From an optimization exercise on the open Yosys and OpenROAD flow, aimed at small area, a short achievable clock period and few clock cycles per item; shortcuts taken in it are not production practice. Only simulation tests tie the RTL to the original design; equivalence was not proved. No activity file was given, so power comes from the tool's default toggle rates.

[design/flow/design.v]
package tps_pkg;
  localparam int unsigned FREQ_W   = 24;
  localparam int unsigned PRESC_W  = 8;
  localparam int unsigned PERIOD_W = 16;
  localparam int unsigned MATCH_W  = 15;
  localparam int unsigned HZ_W     = 32;
  localparam int unsigned CFG_IDX_W  = 2;
  localparam int unsigned CFG_DATA_W = 32;
  localparam int unsigned X_W = 32;
  localparam int unsigned D_W = 24;
  localparam int unsigned ACT_W = 25;
  localparam logic [1:0] REG_CLOCK_HZ  = 2'd0;
  localparam logic [1:0] REG_PERIOD_LO = 2'd1;
  localparam logic [1:0] REG_PERIOD_HI = 2'd2;
  localparam logic [HZ_W-1:0]     CLOCK_HZ_RST  = 32'd80000000;
  localparam logic [PERIOD_W-1:0] PERIOD_LO_RST = 16'd50;
  localparam logic [PERIOD_W-1:0] PERIOD_HI_RST = 16'd65535;
endpackage
module tps_div (
  input  logic        clk,
  input  logic        rst,
  input  logic        ld,
  input  logic [31:0] ld_x,
  input  logic [23:0] ld_d,
  input  logic        ld_p1,
  input  logic        sh_wr,       
  input  logic [4:0]  sh_in,
  input  logic        none_in,
  input  logic [15:0] hi,
  input  logic [4:0]  bl_hi,
  input  logic [4:0]  bl_f,
  output logic        busy,
  output logic        last,        
  output logic [31:0] quo_next,    
  output logic [31:0] quo,
  output logic [23:0] rem,
  output logic [23:0] dvs,
  output logic        nz,
  output logic        h16,
  output logic        gt
);
  logic [4:0] cnt;       
  logic       p1;
  logic [4:0] sh;
  logic       none;
  logic       lt;
  logic [3:0]  sh2;
  logic [55:0] aligned;
  logic [5:0]  steps;
  assign sh2     = sh[4:1];
  assign aligned = {24'd0, ld_x} << {sh2, 1'b0};
  assign steps   = 6'd32 - {1'b0, sh2, 1'b0};
  logic [24:0] rs1, rsa, rsb;
  logic [26:0] d1w, daw, dbw;
  logic        qa, qb, qba, qbb;
  logic [23:0] r2;
  assign rs1 = {rem, quo[31]};
  assign d1w = {1'b0, rs1, !p1} - {2'b0, dvs, 1'b1};
  assign qa  = !d1w[26];
  assign rsa = {d1w[24:1], quo[30]};
  assign rsb = {rs1[23:0], quo[30]};
  assign daw = {1'b0, rsa, !p1} - {2'b0, dvs, 1'b1};
  assign dbw = {1'b0, rsb, !p1} - {2'b0, dvs, 1'b1};
  assign qba = !daw[26];
  assign qbb = !dbw[26];
  assign qb  = qa ? qba : qbb;
  always_comb begin
    unique case ({qa, qb})
      2'b11:   r2 = daw[24:1];
      2'b10:   r2 = rsa[23:0];
      2'b01:   r2 = dbw[24:1];
      default: r2 = rsb[23:0];
    endcase
  end
  logic [49:0] hi_ext;
  logic        hba, hbb;
  assign hi_ext = {32'd0, hi, 2'b0} >> {cnt, 1'b0};
  assign hba    = hi_ext[1];
  assign hbb    = hi_ext[0];
  logic [5:0] blq;
  logic [5:0] nsh;
  assign blq = {cnt, 1'b0} - {5'd0, !qa};
  assign nsh = 6'd31 - {1'b0, bl_f} + {cnt, 1'b0} - {5'd0, !qa};
  logic gt1, lt1;
  always_comb begin
    gt1 = gt;
    lt1 = lt;
    if (!gt1 && !lt1) begin
      if (qa && !hba) gt1 = 1'b1;
      if (!qa && hba) lt1 = 1'b1;
    end
  end
  always_ff @(posedge clk) begin
    if (rst) begin
      cnt <= '0;
    end else if (ld) begin
      dvs <= ld_d;
      p1  <= ld_p1;
      nz  <= 1'b0;
      h16 <= 1'b0;
      gt  <= 1'b0;
      lt  <= ({1'b0, bl_hi} > steps);
      if (none) begin
        quo <= '0;
        cnt <= '0;
      end else begin
        rem <= aligned[55:32];
        quo <= aligned[31:0];
        cnt <= steps[5:1];
      end
    end else if (cnt != 0) begin
      cnt <= cnt - 5'd1;
      rem <= r2;
      quo <= quo_next;
      nz  <= nz | qa | qb;
      if ((qa || qb) && cnt > 5'd8) h16 <= 1'b1;
      gt <= gt1;
      lt <= lt1;
      if (!gt1 && !lt1) begin
        if (qb && !hbb) gt <= 1'b1;
        if (!qb && hbb) lt <= 1'b1;
      end
      if ((qa || qb) && !nz) begin
        sh   <= nsh[4:0];
        none <= (blq > {1'b0, bl_f});
      end
    end
    if (sh_wr) begin
      sh   <= sh_in;
      none <= none_in;
    end
  end
  assign busy     = (cnt != 0);
  assign last     = (cnt == 5'd1);
  assign quo_next = {quo[29:0], qa, qb};
endmodule
module tone_prescaler_period_search_unit (
  input  logic                           clk,
  input  logic                           rst,
  input  logic                           wr_en,
  input  logic [tps_pkg::CFG_IDX_W-1:0]  wr_index,
  input  logic [tps_pkg::CFG_DATA_W-1:0] wr_data,
  input  logic                           req_valid,
  output logic                           req_ready,
  input  logic [tps_pkg::FREQ_W-1:0]     req_frequency,
  output logic                           rsp_valid,
  input  logic                           rsp_ready,
  output logic [tps_pkg::PRESC_W-1:0]    rsp_prescaler,
  output logic [tps_pkg::PERIOD_W-1:0]   rsp_period,
  output logic [tps_pkg::MATCH_W-1:0]    rsp_match,
  output logic [tps_pkg::HZ_W-1:0]       rsp_achieved_hz,
  output logic                           rsp_clamped,
  output logic                           rsp_silent
);
  localparam int unsigned ACT_W = tps_pkg::ACT_W;
  typedef enum logic [2:0] {
    S_IDLE, S_LOAD, S_WAIT, S_PREP, S_FIN, S_END
  } state_t;
  typedef enum logic [2:0] {
    J_C,      
    J_K,      
    J_PK,     
    J_PCLK,   
    J_PER,    
    J_ERR     
  } job_t;
  state_t state;
  job_t   job;
  logic [31:0] clock_hz;
  logic [15:0] period_lo;
  logic [15:0] period_hi;
  logic [23:0] freq;
  logic [4:0]  bl_f;
  logic [5:0]  bl_c;     
  logic [4:0]  bl_hi;
  logic [7:0]  p_cnt;
  logic        nofit;    
  logic        clamp;    
  logic        sil;      
  logic [23:0] f_q;
  logic [23:0] err_q;
  function automatic logic [5:0] msb32(input logic [31:0] v);
    logic [15:0] n1; logic        p1 [16];
    logic [7:0]  n2; logic [1:0]  p2 [8];
    logic [3:0]  n3; logic [2:0]  p3 [4];
    logic [1:0]  n4; logic [3:0]  p4 [2];
    for (int i = 0; i < 16; i++) begin
      n1[i] = v[2*i+1] | v[2*i];
      p1[i] = v[2*i+1];
    end
    for (int i = 0; i < 8; i++) begin
      n2[i] = n1[2*i+1] | n1[2*i];
      p2[i] = n1[2*i+1] ? {1'b1, p1[2*i+1]} : {1'b0, p1[2*i]};
    end
    for (int i = 0; i < 4; i++) begin
      n3[i] = n2[2*i+1] | n2[2*i];
      p3[i] = n2[2*i+1] ? {1'b1, p2[2*i+1]} : {1'b0, p2[2*i]};
    end
    for (int i = 0; i < 2; i++) begin
      n4[i] = n3[2*i+1] | n3[2*i];
      p4[i] = n3[2*i+1] ? {1'b1, p3[2*i+1]} : {1'b0, p3[2*i]};
    end
    msb32 = {n4[1] | n4[0], n4[1] ? {1'b1, p4[1]} : {1'b0, p4[0]}};
  endfunction
  function automatic logic [5:0] bitlen32(input logic [31:0] v);
    logic [5:0] m;
    m = msb32(v);
    bitlen32 = m[5] ? {1'b0, m[4:0]} + 6'd1 : 6'd0;
  endfunction
  logic        div_ld;
  logic [31:0] div_x;
  logic [23:0] div_d;
  logic        div_p1;
  logic        sh_wr;
  logic [4:0]  sh_in;
  logic        none_in;
  logic        div_busy;
  logic        div_last;
  logic [31:0] quo_next;
  logic [31:0] quo;
  logic [23:0] rem;
  logic [23:0] dvs;
  logic        q_nz;
  logic        q_h16;
  logic        q_gt;
  tps_div u_div (
    .clk     (clk),
    .rst     (rst),
    .ld      (div_ld),
    .ld_x    (div_x),
    .ld_d    (div_d),
    .ld_p1   (div_p1),
    .sh_wr   (sh_wr),
    .sh_in   (sh_in),
    .none_in (none_in),
    .hi      (period_hi),
    .bl_hi   (bl_hi),
    .bl_f    (bl_f),
    .busy    (div_busy),
    .last    (div_last),
    .quo_next(quo_next),
    .quo     (quo),
    .rem     (rem),
    .dvs     (dvs),
    .nz      (q_nz),
    .h16     (q_h16),
    .gt      (q_gt)
  );
  logic out_free;
  logic accept;
  logic fin_go;      
  logic q0_main;     
  logic per_lo;      
  logic per_ge_f;    
  assign out_free = !rsp_valid || rsp_ready;
  assign fin_go   = (state == S_FIN) && (sil || clamp || !div_busy || div_last);
  assign req_ready = (state == S_IDLE) || (fin_go && !rsp_valid);
  assign accept   = req_valid && req_ready;
  assign q0_main  = !q_gt || nofit;
  assign per_lo   = !q_nz || (quo[15:0] < period_lo);
  assign per_ge_f = (freq[23:16] == '0) && (quo[15:0] >= freq[15:0]);
  assign rsp_match = rsp_period[15:1];
  assign rsp_achieved_hz = {7'd0, {1'b0, f_q} + {1'b0, err_q}};
  always_comb begin
    div_x  = clock_hz;
    div_d  = freq;
    div_p1 = 1'b0;
    if (state == S_WAIT && job == J_C) begin
      div_x = {8'd0, rem};
      div_d = quo[23:0];
    end else if (state == S_PREP || state == S_LOAD) begin
      unique case (job)
        J_K:    begin div_x = quo; div_d = {8'd0, period_hi}; div_p1 = 1'b1; end
        J_PK:   begin div_x = {8'd0, err_q}; div_d = {16'd0, p_cnt}; div_p1 = 1'b1; end
        J_PCLK: begin div_d = {16'd0, p_cnt}; div_p1 = 1'b1; end
        J_PER:  begin div_x = quo; end
        J_ERR:  begin div_x = {8'd0, rem}; div_d = {8'd0, quo[15:0]}; end
        default: ;
      endcase
    end
  end
  logic [5:0] m_rq;
  logic [5:0] m_c;
  logic [4:0] sh_acc;
  logic       none_acc;
  assign m_rq     = msb32({8'd0, req_frequency});
  assign m_c      = msb32(clock_hz);
  assign sh_acc   = ~m_c[4:0] + m_rq[4:0];
  assign none_acc = !m_c[5] || (m_rq[4:0] > m_c[4:0]);
  logic [6:0] s_prep;
  always_comb begin
    unique case (job)
      J_K:     s_prep = {1'b0, bl_c} - {2'b0, bl_f} - {2'b0, bl_hi} + 7'd2;
      J_PK,
      J_PER:   s_prep = {2'b0, bl_hi};
      J_PCLK:  s_prep = {1'b0, bl_c};
      default: s_prep = {1'b0, bl_c} - {2'b0, bl_f} + 7'd1;
    endcase
  end
  always_comb begin
    sh_wr   = 1'b0;
    sh_in   = sh_acc;
    none_in = none_acc;
    if (state == S_PREP) begin
      sh_wr   = (job != J_ERR);
      sh_in   = s_prep[5] ? 5'd0 : 5'(7'd32 - s_prep);
      none_in = s_prep[6] || (s_prep == 7'd0);
    end else if (req_ready) begin
      sh_wr = 1'b1;
    end
  end
  assign div_ld = (state == S_LOAD) ||
                  (state == S_WAIT && job == J_C && !div_busy && q_nz && q0_main && !q_h16);
  always_ff @(posedge clk) begin
    if (rst) begin
      clock_hz  <= tps_pkg::CLOCK_HZ_RST;
      period_lo <= tps_pkg::PERIOD_LO_RST;
      period_hi <= tps_pkg::PERIOD_HI_RST;
    end else if (wr_en) begin
      case (wr_index)
        tps_pkg::REG_CLOCK_HZ:  clock_hz  <= wr_data;
        tps_pkg::REG_PERIOD_LO: period_lo <= wr_data[15:0];
        tps_pkg::REG_PERIOD_HI: period_hi <= wr_data[15:0];
        default: ;
      endcase
    end
  end
  always_ff @(posedge clk) begin
    if (rst) begin
      state     <= S_IDLE;
      rsp_valid <= 1'b0;
    end else begin
      if (rsp_valid && rsp_ready) rsp_valid <= 1'b0;
      bl_c  <= bitlen32(clock_hz);
      bl_hi <= 5'(bitlen32({16'd0, period_hi}));
      if (req_ready) begin
        freq  <= req_frequency;
        bl_f  <= m_rq[4:0] + 5'd1;
        nofit <= 1'b0;
        job   <= J_C;
        sil   <= (req_frequency == '0);
      end
      unique case (state)
        S_IDLE: if (accept) state <= (req_frequency == '0) ? S_FIN : S_LOAD;
        S_LOAD: state <= S_WAIT;
        S_PREP: state <= S_LOAD;
        S_FIN: begin
          if (fin_go && out_free) begin
            rsp_valid     <= 1'b1;
            rsp_prescaler <= '0;
            rsp_period    <= sil ? 16'd0 : (clamp ? 16'hFFFF : dvs[15:0]);
            rsp_clamped   <= !sil && clamp;
            rsp_silent    <= sil;
            f_q           <= sil ? '0 : freq;
            err_q         <= (sil || clamp) ? '0 : (div_busy ? quo_next[23:0] : quo[23:0]);
            state         <= !accept ? S_IDLE :
                             (req_frequency == '0) ? S_FIN : S_LOAD;
          end
        end
        S_END: begin
          if (err_q == '1) begin
            nofit <= 1'b1;
            job   <= J_C;
            state <= S_PREP;
          end else begin
            rsp_valid   <= 1'b1;
            rsp_clamped <= 1'b0;
            rsp_silent  <= 1'b0;
            f_q         <= freq;
            state       <= S_IDLE;
          end
        end
        S_WAIT: begin
          if (!div_busy) begin
            unique case (job)
              J_C: begin
                clamp <= q_h16;
                if (!q_nz) begin
                  sil   <= 1'b1;
                  state <= S_FIN;
                end else if (q0_main) begin
                  state <= S_FIN;
                end else if (quo[31:24] != '0) begin
                  nofit <= 1'b1;
                  state <= S_PREP;
                end else if (out_free) begin
                  err_q <= quo[23:0];
                  job   <= J_K;
                  state <= S_PREP;
                end
              end
              J_K: begin
                if (quo[31:8] != '0) begin
                  nofit <= 1'b1;
                  job   <= J_C;
                end else begin
                  p_cnt <= quo[7:0];
                  job   <= J_PK;
                end
                state <= S_PREP;
              end
              J_PK: begin
                if (per_lo) begin
                  nofit <= 1'b1;
                  job   <= J_C;
                  state <= S_PREP;
                end else if (per_ge_f) begin
                  rsp_valid     <= 1'b1;
                  rsp_prescaler <= p_cnt;
                  rsp_period    <= quo[15:0];
                  rsp_clamped   <= 1'b0;
                  rsp_silent    <= 1'b0;
                  f_q           <= freq;
                  err_q         <= '0;
                  state         <= S_IDLE;
                end else begin
                  err_q <= '1;
                  job   <= J_PCLK;
                  state <= S_PREP;
                end
              end
              J_PCLK: begin
                job   <= J_PER;
                state <= S_PREP;
              end
              J_PER: begin
                if (per_lo) begin
                  state <= S_END;
                end else begin
                  job   <= J_ERR;
                  state <= S_PREP;
                end
              end
              J_ERR: begin
                if (quo[23:0] < err_q) begin
                  err_q         <= quo[23:0];
                  rsp_period    <= dvs[15:0];
                  rsp_prescaler <= p_cnt;
                end
                if (!q_nz || p_cnt == 8'd255) begin
                  state <= S_END;
                end else begin
                  p_cnt <= p_cnt + 8'd1;
                  job   <= J_PCLK;
                  state <= S_PREP;
                end
              end
              default: state <= S_IDLE;
            endcase
          end
        end
        default: state <= S_IDLE;
      endcase
    end
  end
endmodule
[design/flow/run.sh]
#!/bin/bash
# synth_recipe.tcl (not shown) runs the flow's synth.tcl, then flattens the netlist and writes it again
# the make line also repeats each setting of config.mk as NAME=value (left out here)
make -C /OpenROAD-flow-scripts/flow DESIGN_CONFIG=/design/flow/config.mk WORK_HOME=/design/flow/orfs CLKGATE_MAP_FILE= SYNTH_SCRIPT=/design/flow/synth_recipe.tcl finish
[design/flow/config.mk]
export PLATFORM = sky130hd
export DESIGN_NAME = tone_prescaler_period_search_unit
export DESIGN_NICKNAME = tone_prescaler_period_search_unit
export VERILOG_FILES = /design/flow/design.v
export SDC_FILE = /design/flow/constraint.sdc
export NUM_CORES = 4
export LEC_CHECK = 0
export ABC_CLOCK_PERIOD_IN_PS = 4000
export CAP_MARGIN = 20
export CORE_MARGIN = 2
export CORE_UTILIZATION = 40
export SETUP_SLACK_MARGIN = 2.5
export SLEW_MARGIN = 20
[design/flow/constraint.sdc]
create_clock -name core_clock -period 7.0 [get_ports {clk}]
set_input_delay 1.4000 -clock core_clock [delete_from_list [all_inputs] [get_ports {clk}]]
set_output_delay 1.4000 -clock core_clock [all_outputs]
set_load 0.01 [all_outputs]
==> metrics.md, run 1 <==
| Metric | Value |
|---|---|
| Total Routing Usage GR | 0.3224 |
| Final Hold Vio Count | 0 |
| Critical Path RT | 5.60 ns |
| HP Start | period_lo[10] |
| Vias/cell | 6.366 |
| Commonest non-fill, non-tap cells in the layout | nand2_1 (283), edfxtp_1 (218), nor2_1 (208) |
| Arrival time worst endpoint | 3.53 ns |
| Routed WL per cell | 27.39 um |
| Met1 GRT Util | 0.4325 |
| Kind of critical path | reg2out |
| Maxcap violations | 0 |
| CTS tree | built |
| CP max FO | 2 |
| Top Ports | 138 |
| HPWL after DPL | between 70,000 and 80,000 um |
| DP Worst Slack | between 1.5 and 2 ns |
| Final Skew | 0.02481 ns |
| Number of warnings issued by yosys | 18 |
| Hold Buf Count CTS | 0 |
| Total grt overflow | 0 |
| Setup crit start | err_q[10] |
| Synth cell types | 93 |
| Slew of the pin with the lowest slew margin | 1.067 ns |
| Max Freq | around 200 MHz |
| Max-slew violations | 0 |
| Die Area | 0.06078 mm^2 |
| Fin crit period | slightly below 5 ns |
| Area Overhead vs Synth | 20.66% |
| Starting DRC count in detailed routing | 2,571 |
| Grt met3 use | 0.06525 |
| Antenna violations before repair | 4 |
| Gr busiest metal | met2 |
| Layout Nets | 3,133 |
| Vias | roughly 23,000 |
| Core area | 0.05792 mm^2 |
| Number of fill cells | 5,524 |
| Max_slew headroom | 0.2871 |
| Ys flop type | edfxtp_1 |
| Clock buffer depth | 3 |
| Peak supply drop | 0.3466 mV |
| Final worst path period share | 0.7049 |
| Clock transition at path regs | approximately 0.06 ns |
| Seq cells post-synth | 291 |
| Die Y | 246.5 um |
| Post-synth EDFFs | about 220 |
| Pwr/cell area | 553.2 mW/mm^2 |
| Clk root buf | clkbuf_16 |
| H-tree levels | 2 |
| Seq/Total Area, Yosys | 0.3403 |
| Post-DRT Antenna Nets | 0 |
| DR DRC count | 0 |
| Mapped cell area | 0.02353 mm^2 |
| Status | no timing/DRC/antenna violations |
| CTS Buf Count | 38 |
| RR Startpoint | u_div.rem[0] |
| RSZ-0062 raised after global routing | yes |
| Post-synthesis async set-or-reset flop share | 0 |
| Synth Instances | approximately 2,700 |
| Worst skew pair latency | approximately 0.58 ns |
| Finish-stage setup viols | 0 |
| Vias in the first global route | 22,030 |
| Mean Syn Cell Area | ~8.7 um^2 |
| Rows | 88 |
| Die width | 246.5 um |
| Final wirelength | 100,300 um |
| TritonCTS Sinks | around 290 |
| Most common cell after layout, fill and taps aside | nand2_1 |
| Port bufs | 130 |
| CP Launch Type | flop |
| Initial cell density of the core | 0.4063 |
| Setup TNS | 0 ns |
| Final WS setup | 2.065 ns |
| First-pass GRT wire length | 145,000 um |
| 1st-pass router iterations | 6 |
| Util after Layout | 0.4902 |
| Share of layout cells above drive strength 1 | 0.1378 |
| Global routing usage on met2 | 0.4954 |
| Largest net degree at the start of global routing | 59 |
| GP Congestion | 1.004 |
| Crit. End Element | output pin |
| Diode count | 0 |
| Total leakage power | 0.01123 uW |
| Worst min path class | reg2reg |
-- area by class of cell --
| class | instances | area (um^2) | share of cell area |
|---|---|---|---|
| clock inverters | 21 | 266.5 | 0.009387 |
| inverters | 175 | 659.4 | 0.02322 |
| repair buffers | 251 | 2301 | 0.08104 |
| multi-input cells | 2110 | 15190 | 0.5352 |
| clock buffers | 47 | 1006 | 0.03543 |
| flip-flops and latches | 291 | 8008 | 0.2820 |
| well taps | 765 | 957.2 | 0.03371 |
-- critical path, cell delays in order, from the launching register on --
cell and delay [ns]:
edfxtp_1 0.51, ha_4 0.27, a21o_1 0.18, a21o_1 0.16, a21o_1 0.19, or4_4 0.43, o211ai_1 0.32, a31oi_2 0.16
buf_4 0.16, a21o_1 0.16, a21oi_2 0.15, xnor2_1 0.12, buf_2 0.16
-- Yosys cell counts (8+ instances only) --
cell type | instances | area [um^2]
dfxtp_1 | 73 | 1461
nor2b_1 | 32 | 200.2
o211ai_1 | 33 | 247.7
nand2b_1 | 21 | 131.4
nor2_1 | 216 | 810.8
xor2_1 | 43 | 376.6
a211oi_1 | 17 | 127.6
nand4_1 | 19 | 118.9
a22o_1 | 31 | 271.5
nand3_1 | 57 | 285.3
a222oi_1 | 15 | 150.1
xnor2_1 | 75 | 656.9
o221ai_1 | 13 | 113.9
buf_4 | 28 | 210.2
o31ai_1 | 17 | 127.6
o21bai_1 | 8 | 60.06
buf_1 | 12 | 45.04
nand2_1 | 292 | 1096
and2_1 | 42 | 262.8
o31a_1 | 8 | 70.07
nor4_1 | 27 | 168.9
or2_2 | 8 | 50.05
a31oi_1 | 12 | 75.07
clkbuf_1 | 90 | 337.8
a21o_1 | 57 | 427.9
and3_1 | 35 | 219.0
a221o_1 | 35 | 350.3
o221a_2 | 16 | 180.2
o22ai_1 | 13 | 81.33
mux2_2 | 18 | 202.7
a21oi_1 | 219 | 1096
ha_1 | 196 | 2452
buf_2 | 14 | 70.07
o21a_1 | 27 | 202.7
a21boi_0 | 8 | 60.06
mux2i_1 | 38 | 380.4
a22oi_1 | 39 | 292.8
nor3_1 | 75 | 375.4
inv_1 | 172 | 645.6
a221oi_1 | 17 | 148.9
o21ai_0 | 186 | 930.9
or3_1 | 13 | 81.33
edfxtp_1 | 218 | 6546
-- routing by layer --
metal  up-vias  routed length [um]
met2      1222               44220
li1      10400                   -
met3       264                9172
met4         4                5382
met1     11410               41460
met5         -                  23
-- state kept, by name, indices dropped and copies added (netlist names), 24 cells and up --
| signal | cells |
|---|---|
| u_div.dvs | 24 |
| u_div.rem | 24 |
| err_q | 24 |
| f_q | 24 |
| freq | 24 |
| clock_hz | 32 |
| u_div.quo | 32 |
-- cell families after synthesis --
logic type / share of synthesized area
AO/OA/AOI/OAI: 0.2446
XOR/XNOR: 0.04493
adder cells (fa/ha/maj): 0.1102
buffers and inverters: 0.05705
flip-flops: 0.3403
multiplexers: 0.03052
other: 0.0001594
AND/OR/NAND/NOR: 0.1723
-- timing repair --
item                                    CTS  global route
endpoints found under the setup margin   55            57
gates cloned                              6             0
pin swaps                                75            59
setup buffers                            52            21
gates resized for setup                 165            97
-- final timing paths --
kind / end / slack, ns / depth (start not counted)
worst max register to register: u_div.rem[10] / 2.16 / 22
worst max-delay path: rsp_achieved_hz[22] / 2.07 / 12
worst min register to register: period_lo[10] / 0.46 / 2
worst min-delay path: period_lo[10] / 0.46 / 2
-- through the flow --
stage / total power (uW) / instances / area [um^2] / hold slack [ns]
finish: 15710 / 3660 / 28390 / 0.4570
global route: 16430 / 3660 / 28390 / 0.4712
CTS: 14690 / 3639 / 27750 / 0.4599
detailed placement: 11330 / 3513 / 25530 / 0.4523
global placement: 11240 / 3513 / 25530 / 0.4464
floorplan: 8638 / 2719 / 23560 / 0.4363
-- where the power goes --
| group | switching [uW] | internal [uW] |
|---|---|---|
| clock | 820 | 1240 |
| combinational | 6210 | 4330 |
| sequential | 625 | 2470 |
Testbench counts, summed over its fixed seeds: cycles 7,212, items 576.
==> run 2, diff against run 1 <==
--- a/design/flow/config.mk
+++ b/design/flow/config.mk
@@ -8,6 +8,6 @@
 export ABC_CLOCK_PERIOD_IN_PS = 4000
 export CAP_MARGIN = 20
 export CORE_MARGIN = 2
-export CORE_UTILIZATION = 40
+export CORE_UTILIZATION = 30
 export SETUP_SLACK_MARGIN = 2.5
 export SLEW_MARGIN = 20
==> run 2 against run 1 <==
Highest routed layer is now met4. Largest power group unchanged. Sequential share of layout area decreased by 0.19 points. Worst setup slack improved by 0.075 ns. Cell count increased by 7.6%. Via count decreased by 2.1%. Register-to-register slack got worse by 0.02 ns. Fmax increased by 1.5%. Clock power decreased by 7%. Synthesized cell count unchanged. Synthesized area unchanged. Combinational power about the same.
==> metrics.md, run 2 <==
| Metric | Value |
|---|---|
| TritonCTS Sinks | 291 |
| Seq cells post-synth | 291 |
| Worst r2r path cells | 19 |
| Area Overhead vs Synth | 21.51% |
| Post-DRT Antenna Nets | 0 |
| Worst min path class | reg2reg |
| Clock power frac | 0.126 |
| Clock transition at path regs | 0.06 ns |
| Pint | 7868 uW |
| CTS Buf Count | 37 |
| Cell taking the most area after synthesis | edfxtp_1 |
| Sw Pwr | between 7000 and 8000 uW |
| Mean Syn Cell Area | around 8.7 um^2 |
| Top Ports | approximately 140 |
| Vias/cell | about 5.8 |
| Most common cell after layout, fill and taps aside | nand2_1 |
| Slew of the pin with the lowest slew margin | 0.9769 ns |
| Final non-filler cell area | 0.02859 mm^2 |
| Die width | about 280 um |
| Number of warnings issued by yosys | 18 |
| Placed inst area | 0.02590 mm^2 |
| Crit. End Element | flop |
| RSZ-0062 raised after global routing | yes |
| Largest net degree at the start of global routing | 59 |
| Final worst path period share | 0.6943 |
| Total leakage power | 0.01119 uW |
| Die Y | 284.1 um |
| Max-slew violations | 0 |
| GP Congestion | 0.9676 |
| Total grt overflow | 0 |
| Final Skew | approximately 0.038 ns |
| Port bufs | 130 |
| Peak supply drop | 0.2814 mV |
| Die Area | 0.08069 mm^2 |
| Final Hold Vio Count | 0 |
| Mapped cell area | 0.02353 mm^2 |
| Layout Nets | 3,137 |
| Hold Buf Count CTS | 0 |
| Antenna violations before repair | 4 |
| Total Routing Usage GR | 0.2249 |
| Max_slew headroom | 0.3402 |
| Hold Path Depth | 2 |
| Kind of critical path | reg2reg |
| Routed WL per cell | between 20 and 25 um |
| Vias in the first global route | about 21,000 |
| Fin crit period | 4.860 ns |
| Dominant cells by area after synthesis | edfxtp_1 (28%), ha_1 (10%), dfxtp_1 (6.2%) |
| CP max FO | 6 |
| Post-synth EDFFs | 218 |
| Worst hold slack | between 0.4 and 0.5 ns |
| Most common cell in the netlist | nand2_1 |
| Core area | 0.07759 mm^2 |
| Util after Layout | 0.3685 |
| Commonest non-fill, non-tap cells in the layout | nand2_1 (289), edfxtp_1 (218), a21oi_1 (204), nor2_1 (204), ha_1 (183) |
| DR DRC count | 0 |
| H-tree levels | 2 |
| HPWL after DPL | 70,050 um |
| Pwr/cell area | 533.7 mW/mm^2 |
| Most frequent cells after synthesis | nand2_1 (292), a21oi_1 (219), edfxtp_1 (218) |
| Clk root buf | clkbuf_16 |
| Top Registers | clock_hz: 32 flops, u_div.quo: 32 flops |
| Setup TNS | 0 ns |
| Share of layout cells above drive strength 1 | 0.1350 |
| Ys flop type | edfxtp_1 |
| Combinational Power Share | 0.673 |
| First-pass GRT wire length | 138,700 um |
| Status | no timing/DRC/antenna violations |
| Seq/Total Area, Yosys | 0.3403 |
| Final wirelength | 95,060 um |
| Clock buffer depth | 3 |
| Rows | 102 |
| CTS tree | built |
| Switch share | 0.4844 |
| Starting DRC count in detailed routing | between 2,000 and 3,000 |
| Maxcap violations | 0 |
| Synth cell types | 93 |
| Number of fill cells | 7,900 |
| Finish-stage setup viols | 0 |
| Share of the synthesized area in the top cell type | 0.2782 |
| Initial cell density of the core | 0.3033 |
| Vias | approximately 23,000 |
| Critical Path RT | 7.31 ns |
| Arrival time worst endpoint | 5.17 ns |
| Max Freq | 205.8 MHz |
| Flop pwr share | 0.201 |
| CP Launch Type | flop |
| 1st-pass router iterations | 10 |
| Synth Instances | ~2,700 |
| Post-synthesis async set-or-reset flop share | 0 |
| Worst skew pair latency | 0.58 ns |
## run 2: cell types whose count changed in the layout (fill, tap and decap cells not counted), sizes merged, moves of 2 or more
cell	previous run	this run
bufinv	6	3
clkinv	15	12
buf	132	134
inv	175	177
## run 2: cell type report
cell class,count,area [um^2],share of cell area
Antenna cell,1,2.502,0.00008752
Clock buffer,46,989.7,0.03461
Clock inverter,18,182.7,0.006389
Inverter,175,661.9,0.02315
Multi-Input combinational cell,2110,15130,0.5293
Sequential cell,291,8009,0.2801
Tap cell,1040,1301,0.04551
Timing Repair Buffer,256,2311,0.08082
## run 2: worst paths after layout
path / from / end / slack, ns
min reg2reg: period_lo[8] / period_lo[8] / 0.45
max: u_div.quo[31] / u_div.rem[22] / 2.14
max reg2reg: u_div.quo[31] / u_div.rem[22] / 2.14
min: period_lo[8] / period_lo[8] / 0.45
## run 2: per-layer routing
layer | track usage | vias up | wire length [um]
li1 | - | 10410 | -
met1 | 0.3048 | 10850 | 38750
met2 | 0.3439 | 1294 | 41330
met3 | 0.04575 | 254 | 9920
met4 | 0.1017 | 0 | 5053
met5 | 0.001190 | - | 0
## run 2: what timing repair did
| item | CTS | global route |
|---|---|---|
| setup endpoints to repair | 77 | 54 |
| resized for setup | 135 | 97 |
| buffers inserted | 35 | 38 |
| pin swaps | 61 | 70 |
| cloned | 3 | 3 |
## run 2: cells by family after synthesis
kind of cell               share of synthesized area
buffers and inverters                        0.05705
muxes                                        0.03052
and+or+nand+nor                               0.1723
other                                      0.0001594
AOI/OAI and AO/OA                             0.2446
xor gates and xnor gates                     0.04493
adders and majority gates                     0.1102
DFF                                           0.3403
## run 2: metrics by stage
stage / power (uW) / setup WS, ns / instances
after floorplan: 8638 / 2.516 / 2719
after global placement: 11170 / 1.634 / 3793
after CTS: 13870 / 2.047 / 3895
after global routing: 16050 / 2.003 / 3937
after detailed placement: 11180 / 1.567 / 3793
final: 15260 / 2.140 / 3937
## run 2: power by group through the flow
stage / Clock, uW / Combinational, uW / Sequential [uW]
after floorplan: 0 / 5870 / 2770
after global placement: 0 / 8120 / 3050
after detailed placement: 0 / 8130 / 3050
after CTS: 1930 / 8920 / 3020
after global routing: 2000 / 11000 / 3060
final: 1920 / 10300 / 3070
## run 2: critical path, cell delays in order, from the launching register on
cell and delay (ns):
edfxtp_1 0.53, ha_1 0.35, nor2b_4 0.13, o31a_1 0.27, o31a_1 0.31, o21a_1 0.25
a21oi_2 0.21, xnor2_2 0.13, ha_4 0.31, nand3_4 0.11, a211oi_4 0.32, o21a_1 0.27
o211ai_1 0.14, buf_4 0.17, a21oi_4 0.17, a211oi_4 0.06, buf_12 0.17, buf_16 0.15
a222oi_1 0.40, o221ai_1 0.16
==> run 3, diff against run 2 <==
--- a/design/flow/config.mk
+++ b/design/flow/config.mk
@@ -8,6 +8,6 @@
 export ABC_CLOCK_PERIOD_IN_PS = 4000
 export CAP_MARGIN = 20
 export CORE_MARGIN = 2
-export CORE_UTILIZATION = 30
-export SETUP_SLACK_MARGIN = 2.5
+export CORE_UTILIZATION = 40
+export SETUP_SLACK_MARGIN = 3.0
 export SLEW_MARGIN = 20
==> run 3 against run 2 <==
Non-clock buffer count rose by 39. Routed wire length rose by 5.8%. Flip-flop and latch count did not move. Clock power rose by about 10%. Clock-buffer cell count fell by 2. Sequential power barely moved. Via count rose by 3.6%. Register-to-register slack got worse by 0.09 ns. Global-route usage rose by 9.5 points. Cell count fell by 5.9%. Synthesized cell count did not move. Fmax fell by 1.9%.
==> metrics.md, run 3 <==
| Metric | Value |
|---|---|
| Starting DRC count in detailed routing | about 2,900 |
| Final Skew | 0.02123 ns |
| Die Area | 0.06078 mm^2 |
| CTS Buf Count | 37 |
| Share of the synthesized area in the top cell type | 0.2782 |
| Worst skew pair latency | 0.58 ns |
| H-tree levels | 2 |
| HPWL after DPL | ~73,000 um |
| Mean Syn Cell Area | 8.674 um^2 |
| Total leakage power | 0.01148 uW |
| Final WS setup | 2.045 ns |
| Die width | 246.5 um |
| Final non-filler cell area | 0.02888 mm^2 |
| Commonest non-fill, non-tap cells in the layout | nand2_1 (289), edfxtp_1 (218), nor2_1 (205) |
| Hold Path End | period_lo[2] |
| Number of warnings issued by yosys | 18 |
| Total grt overflow | 0 |
| First-pass GRT wire length | roughly 140,000 um |
| Placed inst area | 0.02563 mm^2 |
| Seq cells post-synth | between 200 and 300 |
| Final Hold Vio Count | 0 |
| Vias | around 24,000 |
| Max-slew violations | 0 |
| Peak supply drop | about 0.28 mV |
| Vias/cell | between 6 and 7 |
| Pwr/cell area | about 530 mW/mm^2 |
| Setup TNS | 0 ns |
| Clock buffer depth | 3 |
| TritonCTS Sinks | 291 |
| RR Startpoint | u_div.quo[31] |
| Hold Buf Count CTS | 0 |
| Dominant cells by area after synthesis | edfxtp_1 (28%), ha_1 (10%), dfxtp_1 (6.2%) |
| Top Ports | 138 |
| Crit. End Element | flop |
| R2r endpoint | u_div.rem[13] |
| Most common cell in the netlist | nand2_1 |
| Slew of the pin with the lowest slew margin | 0.9574 ns |
| Clock transition at path regs | ~0.06 ns |
| Max Freq | slightly above 200 MHz |
| Util after Layout | 0.4987 |
| Total power | 15,320 uW |
| Final wirelength | 100,600 um |
| Diode count | 0 |
| Core area | 0.05792 mm^2 |
| Initial cell density of the core | 0.4063 |
| Hold Path Depth | 2 |
| Routed WL per cell | about 27 um |
| Post-DRT Antenna Nets | 0 |
| Reg-to-reg setup timing slack | 2.05 ns |
| Worst r2r path cells | 18 |
| Status | no timing/DRC/antenna violations |
| Cell taking the most area after synthesis | edfxtp_1 |
| DR DRC count | 0 |
| DP Worst Slack | 1.835 ns |
| Post-synth EDFFs | 218 |
| Most common cell after layout, fill and taps aside | nand2_1 |
| Layout Nets | 3,178 |
| CP Launch Type | flop |
| Synth cell types | 93 |
| Mapped cell area | about 0.024 mm^2 |
| Post-synthesis async set-or-reset flop share | 0 |
| Critical Path RT | 7.33 ns |
| Slowest CP cell | edfxtp_1 |
| Slowest Stage Delay on Critical Path | ~0.50 ns |
| Rows | 88 |
| Fin crit period | 4.955 ns |
| Max_slew headroom | 0.3618 |
| Synth Instances | 2,713 |
| Die Y | 246.5 um |
| Vias in the first global route | 22,140 |
| Clk root buf | clkbuf_16 |
| HP Start | period_lo[2] |
| Most frequent cells after synthesis | nand2_1 (292), a21oi_1 (219), edfxtp_1 (218) |
| Seq/Total Area, Yosys | 0.3403 |
| 1st-pass router iterations | 10 |
| Finish-stage setup viols | 0 |
| CTS tree | built |
| GP Congestion | roughly 1.0 |
| Number of fill cells | 5,437 |
| Total Routing Usage GR | 0.3204 |
| Maxcap violations | 0 |
| Antenna violations before repair | 0 |
| Largest net degree at the start of global routing | 61 |
| Final worst path period share | 0.7078 |
| Worst min path class | reg2reg |
| Worst path cell trace | ha_1 -> nor2b_4 -> o31a_1 -> o31a_1 -> o211ai_1 -> and3_1 -> nor2_1 -> a41o_1 -> xor2_1 -> ha_1 -> o21a_1 -> a221o_1 -> inv_2 -> and2_4 -> a21oi_4 -> or2_4 -> a221o_1 -> o211a_1 |
| CP max FO | 6 |
| RSZ-0062 raised after global routing | yes |
| Share of layout cells above drive strength 1 | 0.1728 |
| Ys flop type | edfxtp_1 |
| Port bufs | 130 |
| Area Overhead vs Synth | 22.74% |
| Top Registers | clock_hz: 32 flops, u_div.quo: 32 flops |
| Arrival time worst endpoint | roughly 5.3 ns |
| Kind of critical path | reg2reg |
run 3: changes by cell type in the layout (fill, tap and decap cells not counted), moves of 6 or more:
| cell | delta |
|---|---|
| inv_2 | +9 |
| inv_1 | -14 |
| ha_4 | +6 |
| ha_1 | -7 |
| clkdlybuf4s50_1 | -16 |
| buf_4 | +34 |
| buf_2 | +12 |
| a21oi_1 | -6 |
run 3: timing repair:
| action | 4_1_cts | 5_1_grt |
|---|---|---|
| endpoints found under the setup margin | 218 | 152 |
| cloned | 6 | 2 |
| setup buffers | 72 | 43 |
| gates resized for setup | 222 | 123 |
| pin swaps | 81 | 92 |
run 3: kinds of logic (layout without fill, tap and decap cells):
family	after synthesis	after routing	synth area share
adders and majority gates	203	203	0.1102
DFF	291	291	0.3403
AOI/OAI and AO/OA	849	850	0.2446
other	1	7	0.0001594
xor gates and xnor gates	119	119	0.04493
and+or+nand+nor	867	870	0.1723
muxes	62	62	0.03052
buffers and inverters	321	538	0.05705
run 3: per-stage QoR:
step	hold WS [ns]	cells
finish	0.4566	3705
detailed placement	0.4475	3515
CTS	0.4562	3660
global route	0.4763	3705
floorplan	0.4363	2719
global placement	0.4453	3515
run 3: cell type report:
cell class,instances,area [um^2],share of cell area
timing repair inverter,1,5.005,0.0001733
timing repair buffer,295,2560,0.08863
inverter,175,674.4,0.02335
multi-input combinational,2111,15330,0.5309
clock inverter,23,315.3,0.01092
tap,765,957.2,0.03314
sequential,291,8011,0.2774
clock buffer,44,1025,0.03548
run 3: per-layer routing:
metal | up-vias | wire, um | track usage
met4 | 0 | 5987 | 0.1634
li1 | 10480 | - | -
met1 | 11460 | 40660 | 0.4323
met2 | 1374 | 43550 | 0.4859
met3 | 317 | 10380 | 0.06296
met5 | - | 0 | 0
run 3: worst max-delay path: cells and delay by family (launching register included):
kind            cells  cell delay [ns]
simple gates        5             0.93
compound gates      9             2.26
flops               1             0.50
xor+xnor            1             0.29
buf+inv             1             0.07
fa+ha+maj           2             0.67
run 3: power breakdown:
part	switching (uW)	internal (uW)
sequential	588	2470
combinational	6000	4130
clock	844	1280
total	7430	7880
run 3: worst max-delay path by stage:
stage               slack, ns       endpoint     startpoint  cells past startpoint
floorplan                2.56  u_div.rem[15]   u_div.dvs[0]                     22
global placement         1.89   u_div.rem[0]  u_div.quo[31]                     19
global route             1.91  u_div.rem[13]  u_div.quo[31]                     20
detailed placement       1.84   u_div.rem[0]  u_div.quo[31]                     19
CTS                      2.09  u_div.rem[13]  u_div.quo[31]                     20
finish                   2.05  u_div.rem[13]  u_div.quo[31]                     18
==> run 4, diff against run 3 <==
--- a/design/flow/design.v
+++ b/design/flow/design.v
@@ -171,8 +171,6 @@
   logic [15:0] period_hi;
   logic [23:0] freq;
   logic [4:0]  bl_f;
-  logic [5:0]  bl_c;     
-  logic [4:0]  bl_hi;
   logic [7:0]  p_cnt;
   logic        nofit;    
   logic        clamp;    
@@ -207,6 +205,10 @@
     m = msb32(v);
     bitlen32 = m[5] ? {1'b0, m[4:0]} + 6'd1 : 6'd0;
   endfunction
+  logic [5:0] bl_c;
+  logic [4:0] bl_hi;
+  assign bl_c  = bitlen32(clock_hz);
+  assign bl_hi = 5'(bitlen32({16'd0, period_hi}));
   logic        div_ld;
   logic [31:0] div_x;
   logic [23:0] div_d;
@@ -331,8 +333,6 @@
       rsp_valid <= 1'b0;
     end else begin
       if (rsp_valid && rsp_ready) rsp_valid <= 1'b0;
-      bl_c  <= bitlen32(clock_hz);
-      bl_hi <= 5'(bitlen32({16'd0, period_hi}));
       if (req_ready) begin
         freq  <= req_frequency;
         bl_f  <= m_rq[4:0] + 5'd1;
--- a/design/flow/config.mk
+++ b/design/flow/config.mk
@@ -9,5 +9,5 @@
 export CAP_MARGIN = 20
 export CORE_MARGIN = 2
 export CORE_UTILIZATION = 40
-export SETUP_SLACK_MARGIN = 3.0
+export SETUP_SLACK_MARGIN = 2.5
 export SLEW_MARGIN = 20
==> run 4 against run 3 <==
Largest cell class unchanged. Total power rose by 5.5%. Critical endpoint is now u_div.none. Flip-flop and latch count fell by 11. Fmax fell by 2.4%. Still clean on timing, DRC and antenna.
==> metrics.md, run 4 <==
| Metric | Value |
|---|---|
| Status | no timing/DRC/antenna violations |
| Mean Syn Cell Area | between 8 and 9 um^2 |
| Peak supply drop | 0.4304 mV |
| 1st-pass router iterations | 6 |
| Total grt overflow | 0 |
| Setup TNS | 0 ns |
| Synth cell types | 102 |
| Hold Buf Count CTS | 0 |
| Post-DRT Antenna Nets | 0 |
| Max-slew violations | 0 |
| CTS Buf Count | 36 |
| Finish-stage setup viols | 0 |
| Max_slew headroom | 0.2526 |
| Clk root buf | clkbuf_16 |
| Largest net degree at the start of global routing | 52 |
| Arrival time worst endpoint | about 5.5 ns |
| Final wirelength | 99,660 um |
| HPWL after DPL | between 70,000 and 80,000 um |
| Most frequent cells after synthesis | nand2_1 (291), a21oi_1 (240), nor2_1 (218) |
| Starting DRC count in detailed routing | about 2,600 |
| CP max FO | 4 |
| Worst min path class | reg2reg |
| Top Ports | 138 |
| Util after Layout | 0.4955 |
| Worst skew pair latency | 0.56 ns |
| Final worst path period share | 0.7252 |
| Critical Path RT | 7.40 ns |
| Area Overhead vs Synth | 22.49% |
| Total Routing Usage GR | 0.3218 |
| TritonCTS Sinks | 280 |
| Crit. End Element | flop |
| Port bufs | 130 |
| Rows | 88 |
| Max Freq | about 200 MHz |
| Seq cells post-synth | 280 |
| Layout Nets | 3,130 |
| RSZ-0062 raised after global routing | yes |
| CTS tree | built |
| Final Hold Vio Count | 0 |
| First-pass GRT wire length | 144,400 um |
| Top Registers | clock_hz: 32 flops, u_div.quo: 32 flops |
| Ys flop type | edfxtp_1 |
| Kind of critical path | reg2reg |
| Cell taking the most area after synthesis | edfxtp_1 |
| GP Congestion | a little over 1 |
| Mapped cell area | 0.02330 mm^2 |
| Vias | 23,350 |
| Antenna violations before repair | 7 |
| Die width | roughly 250 um |
| Commonest non-fill, non-tap cells in the layout | nand2_1 (288), a21oi_1 (218), nor2_1 (207), edfxtp_1 (207), ha_1 (176) |
| Synth Instances | 2,696 |
| Slew of the pin with the lowest slew margin | 1.117 ns |
| Total leakage power | 0.01128 uW |
| CP Launch Type | flop |
| Pwr/cell area | 566.4 mW/mm^2 |
| Post-synthesis async set-or-reset flop share | 0 |
| Post-synth EDFFs | 207 |
| Vias/cell | 6.384 |
| Fin crit period | 5.076 ns |
| Most common cell in the netlist | nand2_1 |
| Initial cell density of the core | 0.4045 |
| Most common cell after layout, fill and taps aside | nand2_1 |
| Worst hold slack | 0.4559 ns |
| Final Skew | around 0.022 ns |
| DR DRC count | 0 |
| Vias in the first global route | roughly 22,000 |
| Seq/Total Area, Yosys | 0.3296 |
| Number of warnings issued by yosys | 18 |
| Clock transition at path regs | around 0.060 ns |
| Share of the synthesized area in the top cell type | 0.2668 |
| H-tree levels | 2 |
| Clock buffer depth | 3 |
| Maxcap violations | 0 |
| Routed WL per cell | 27.24 um |
| Die Area | roughly 0.06 mm^2 |
| Die Y | around 250 um |
| Core area | 0.05759 mm^2 |
| Share of layout cells above drive strength 1 | 0.1622 |
| Dominant cells by area after synthesis | edfxtp_1 (27%), ha_1 (11%), dfxtp_1 (6.3%) |
run 4: changes by cell type after synthesis, moves of 14 or more:
| cell | before | now |
|---|---|---|
| o21ai_0 | 186 | 129 |
| o21ai_1 | 4 | 29 |
| a31oi_1 | 12 | 34 |
| a21oi_1 | 219 | 240 |
| and3_1 | 35 | 15 |
| inv_1 | 172 | 156 |
| nor3_1 | 75 | 60 |
| nor2b_1 | 32 | 18 |
run 4: path summary, 6_finish.rpt:
kind              cells past startpoint            to  slack (ns)    startpoint
setup / recovery                     21    u_div.none        1.92  clock_hz[31]
hold / removal                        2  period_lo[3]        0.46  period_lo[3]
setup reg to reg                     21    u_div.none        1.92  clock_hz[31]
hold reg to reg                       2  period_lo[3]        0.46  period_lo[3]
run 4: per-layer routing:
layer  wire, um  global-route usage
met2      45050              0.5186
met1      38840              0.4108
met4       5720              0.1611
met5         11                   0
met3      10040             0.06341
run 4: worst max-delay path: stages (launching register included):
cell	delay (ns)
dfxtp_4	0.34
or4_4	0.57
nor2_8	0.16
nand2_4	0.06
or4_4	0.43
buf_6	0.14
and2_4	0.16
ha_1	0.27
nor2b_4	0.13
o21ai_1	0.15
or3b_4	0.40
nor2b_4	0.15
ha_4	0.25
ha_4	0.22
a21oi_2	0.13
nor2_1	0.05
nor2_1	0.13
xor2_1	0.21
o21ai_1	0.09
a221oi_2	0.29
or3b_4	0.41
a31oi_1	0.17
run 4: kinds of logic after synthesis:
logic type | count (synthesis) | synth area share
AO/OA/AOI/OAI | 886 | 0.2582
AND/OR/NAND/NOR | 834 | 0.1685
buffers and inverters | 319 | 0.05688
flip-flops | 280 | 0.3296
adder cells (fa/ha/maj) | 203 | 0.1109
XOR/XNOR | 119 | 0.04533
multiplexers | 54 | 0.03045
other | 1 | 0.0001610
run 4: through the flow:
stage	instance area, um^2	setup slack [ns]	total power, uW	instances
after floorplan	23440	2.221	8952	2702
after global placement	25420	1.617	11730	3489
after detailed placement	25430	1.556	11830	3489
after CTS	27790	1.913	15110	3617
after global routing	28530	1.740	16930	3657
final	28530	1.924	16160	3658
run 4: where the power goes:
part	internal (uW)	switching, uW	total, uW
clock network	1280	776	2060
registers	2430	600	3030
logic	4530	6540	11100
total	8240	7920	16200
run 4: cell type report:
type	count	area (um^2)
flip-flops and latches	280	7690
clock buffers	52	1066
well taps	765	957.2
fillers	5379	29050
repair buffers	278	2521
diodes	1	2.502
multi-input cells	2106	15450
clock inverters	13	226.5
inverters	163	616.8
run 4: timing repair:
action,CTS,global route
setup endpoints to repair,57,59
gates resized for setup,156,108
pin swaps,79,72
setup buffers,57,40
gates cloned,6,0
Testbench counts of run 4, summed over its fixed seeds: cycles 7,212, items 576.
==> run 5, diff against run 4 <==
--- a/design/flow/config.mk
+++ b/design/flow/config.mk
@@ -8,6 +8,6 @@
 export ABC_CLOCK_PERIOD_IN_PS = 4000
 export CAP_MARGIN = 20
 export CORE_MARGIN = 2
-export CORE_UTILIZATION = 40
+export CORE_UTILIZATION = 30
 export SETUP_SLACK_MARGIN = 2.5
 export SLEW_MARGIN = 20
==> run 5 against run 4 <==
Synthesized cell count unchanged. Clock power is 11% lower. Hold slack worse by 0.0079 ns. Clock-buffer cell count fell by 10. Highest routed layer is now met4. Core utilization decreased by 12 points. Critical endpoint unchanged. Largest cell class unchanged. Global-route usage is 8.8 points lower. Critical path type unchanged. Clock skew is 0.019 ns higher.
==> metrics.md, run 5 <==
| Metric | Value |
|---|---|
| Status | no timing/DRC/antenna violations |
| Post-synthesis compound-gate area fraction | 0.2582 |
| DR DRC count | 0 |
| Vias | 23,030 |
| Share of the synthesized area in the top cell type | 0.2668 |
| Setup TNS | 0 ns |
| Seq/Total Area, Yosys | 0.3296 |
| CP max FO | 3 |
| Simple-gate area share of the yosys netlist | 0.1685 |
| Area Overhead vs Synth | 23.08% |
| Sw Pwr | between 7000 and 8000 uW |
| 1st-pass router iterations | 6 |
| Mapped cell area | 0.02330 mm^2 |
| Vias in the first global route | approximately 22,000 |
| Share of layout cells above drive strength 1 | 0.1622 |
| Kind of critical path | reg2reg |
| Flop pwr share | 0.193 |
| Top Ports | 138 |
| Crit path top cell by count | inv_2 |
| Post-synthesis async set-or-reset flop share | 0 |
| HP Start | u_div.h16 |
| Max_slew headroom | 0.2637 |
| Peak supply drop | 0.2402 mV |
| Final Hold Vio Count | 0 |
| Routed WL per cell | 24.41 um |
| Layout Nets | 3,124 |
| Ys flop type | edfxtp_1 |
| Hold Buf Count CTS | 0 |
| Total leakage power | ~0.011 uW |
| Largest family of logic cells by synthesized area | compound AO/OA/AOI/OAI gates |
| Critical Path RT | about 7.4 ns |
| Finish-stage setup viols | 0 |
| Mean Syn Cell Area | 8.641 um^2 |
| Commonest non-fill, non-tap cells in the layout | nand2_1 (288), a21oi_1 (216), edfxtp_1 (207) |
| Die Area | 0.07990 mm^2 |
| Post-DRT Antenna Nets | 0 |
| CTS Buf Count | 35 |
| Die Y | 282.7 um |
| Synth cell types | 102 |
| Combinational Power Share | 0.691 |
| Max Freq | between 150 and 200 MHz |
| Layout Cells excl Fill | 3,926 |
| Rows | approximately 100 |
| HPWL after DPL | 70,710 um |
| Final wirelength | 95,830 um |
| Clock power frac | 0.117 |
| Cell taking the most area after synthesis | edfxtp_1 |
| Initial cell density of the core | 0.3017 |
| Synth Area in Adders | 0.1109 |
| Worst path cell trace | or4_4 -> nor2_8 -> nand2_4 -> or4_4 -> nand4_1 -> ha_2 -> inv_2 -> fa_2 -> inv_2 -> ha_4 -> inv_2 -> ha_4 -> fa_2 -> a21oi_2 -> nor2_2 -> nor2_2 -> xor2_1 -> o21ai_1 -> a221oi_2 -> or3b_1 -> a31oi_1 |
| Worst path bufs/invs | 3 |
| Clk root buf | clkbuf_16 |
| Switch share | 0.4967 |
| Pint | just under 8000 uW |
| Antenna violations before repair | 1 |
| Fin crit period | 5.030 ns |
| Clock transition at path regs | 0.07 ns |
| Most frequent cells after synthesis | nand2_1 (291), a21oi_1 (240), nor2_1 (218) |
| Worst hold slack | 0.4480 ns |
| # placed instances | around 3,800 |
| Hold Path End | clamp |
| Top Family by Delay on Critical Path | simple AND/OR/NAND/NOR gates |
| Vias/cell | 5.866 |
| Worst skew pair latency | 0.59 ns |
| Total Routing Usage GR | 0.2339 |
| Seq cells post-synth | 280 |
| Reg-to-reg setup timing slack | between 1.5 and 2 ns |
| XOR/XNOR Fraction of Synth Area | 0.04533 |
| Worst min path class | reg2reg |
| Core area | 0.07721 mm^2 |
| Clock buffer depth | 3 |
| H-tree levels | 2 |
| R2r endpoint | u_div.none |
| CTS tree | built |
| Maxcap violations | 0 |
| First-pass GRT wire length | 140,100 um |
| Top Registers | clock_hz: 32 flops, u_div.quo: 32 flops |
| Synth Instances | 2,696 |
| Port bufs | 130 |
| Hold Path Depth | 0 |
| Largest net degree at the start of global routing | 50 |
| Post-synth EDFFs | 207 |
| Slew of the pin with the lowest slew margin | 1.093 ns |
| Die width | approximately 280 um |
| CP Launch Type | flop |
| Dominant cells by area after synthesis | edfxtp_1 (27%), ha_1 (11%), dfxtp_1 (6.3%) |
| Pwr/cell area | 547.2 mW/mm^2 |
| Total grt overflow | 0 |
| RR Startpoint | clock_hz[31] |
| Most common cell in the netlist | nand2_1 |
| Slowest CP cell | or4_4 |
| Number of fill cells | around 7,800 |
| RSZ-0062 raised after global routing | yes |
| Slowest Stage Delay on Critical Path | about 0.57 ns |
| Arrival time worst endpoint | approximately 5.4 ns |
| Most common cell after layout, fill and taps aside | nand2_1 |
| Max-slew violations | 0 |
| TritonCTS Sinks | 280 |
| GP Congestion | 0.9905 |
| Final Skew | 0.04181 ns |
| Final worst path period share | 0.7186 |
| Worst r2r path cells | 21 |
| Number of warnings issued by yosys | 18 |
| Crit. End Element | flop |
| Mux contribution to synthesized area | 0.03045 |
| Starting DRC count in detailed routing | 3,010 |
## run 5: power groups by stage
stage / clock (uW) / sequential (uW) / combinational (uW)
final: 1830 / 3020 / 10800
after global routing: 1920 / 3020 / 11600
after CTS: 1850 / 2970 / 9860
after detailed placement: 0 / 3000 / 8730
after global placement: 0 / 3000 / 8720
after floorplan: 0 / 2720 / 6230
## run 5: worst max path at each step
stage,cells past startpoint,from,endpoint,slack [ns]
2_1_floorplan,23,clock_hz[31],u_div.none,2.22
3_3_place_gp,20,u_div.dvs[3],err_q[0],1.38
3_5_place_dp,19,u_div.rem[1],err_q[0],1.33
4_1_cts,21,clock_hz[25],u_div.none,1.95
5_1_grt,24,clock_hz[31],u_div.none,1.78
6_report,21,clock_hz[31],u_div.none,1.97
## run 5: cell type report
type | instances | area, um^2 | area share
Sequential cell | 280 | 7695 | 0.2684
Clock inverter | 21 | 196.4 | 0.006851
Timing Repair Buffer | 273 | 2401 | 0.08374
Clock buffer | 42 | 942.2 | 0.03286
Antenna cell | 1 | 2.502 | 0.00008727
Tap cell | 1040 | 1301 | 0.04538
Inverter | 163 | 626.9 | 0.02186
Multi-Input combinational cell | 2106 | 15510 | 0.5409
## run 5: metal layers
layer	wire, um	track usage	vias up	share of wire
li1	-	-	10420	-
met1	37980	0.3043	11070	0.40
met2	42570	0.3608	1320	0.44
met3	10080	0.05534	220	0.11
met4	5195	0.1194	0	0.054
met5	0	0	-	0
## run 5: logic make-up (layout without fill, tap and decap cells)
group / Yosys count / count (layout)
multiplexers: 54 / 54
flip-flops: 280 / 280
buffers and inverters: 319 / 499
AND/OR/NAND/NOR: 834 / 834
other: 1 / 8
XOR/XNOR: 119 / 119
adder cells (fa/ha/maj): 203 / 203
AO/OA/AOI/OAI: 886 / 889
## run 5: through the flow
stage / setup WS [ns] / total power, uW / util / cell area [um^2]
after global routing: 1.778 / 16510 / 0.3713 / 28670
after detailed placement: 1.332 / 11740 / 0.3335 / 25750
after global placement: 1.382 / 11720 / 0.3335 / 25750
after floorplan: 2.221 / 8952 / - / 23440
final: 1.970 / 15690 / 0.3714 / 28670
after CTS: 1.954 / 14690 / 0.3622 / 27970
## run 5: what timing repair did
action | 4_1_cts | 5_1_grt
setup endpoints to repair | 57 | 82
setup buffers | 60 | 35
pin swaps | 75 | 84
gates cloned | 5 | 0
resized for setup | 171 | 121

==> afterwards: timing with drivers on the ports <==
Ports are ideal in the flow. The routed layouts listed here were re-timed in OpenROAD.
Step 1: set_driving_cell puts a clkbuf_16 on clk and a buf_2 on each other input, an assumption about the parent block.
Step 2, shift: input delay + t, output delay - t, t = (earliest + latest rising clock arrival at the registers) / 2. This alone moves slack from input paths to output paths.
Slacks: ideal ports / drivers / drivers and shift; pairs: ideal ports / drivers.
| run | t (ns) | slack for setup (ns) | worst hold slack (ns) |
|---|---|---|---|
| run 1 | 0.625 | 2.065 / 2.003 / 2.087 | 0.457 / 0.457 / 0.457 |
| run 2 | 0.625 | 2.140 / 2.140 / 2.115 | 0.454 / 0.454 / 0.454 |
| run 3 | 0.630 | 2.045 / 2.045 / 2.045 | 0.457 / 0.457 / 0.457 |
| run 4 | 0.609 | 1.924 / 1.886 / 1.794 | 0.456 / 0.456 / 0.456 |
| run 5 | 0.635 | 1.970 / 1.970 / 1.824 | 0.448 / 0.448 / 0.448 |
After both steps setup and hold are still met in every run listed. The setup slack of run 5, which loses most, moves by 0.000 ns with the drivers and by -0.146 ns with both steps.
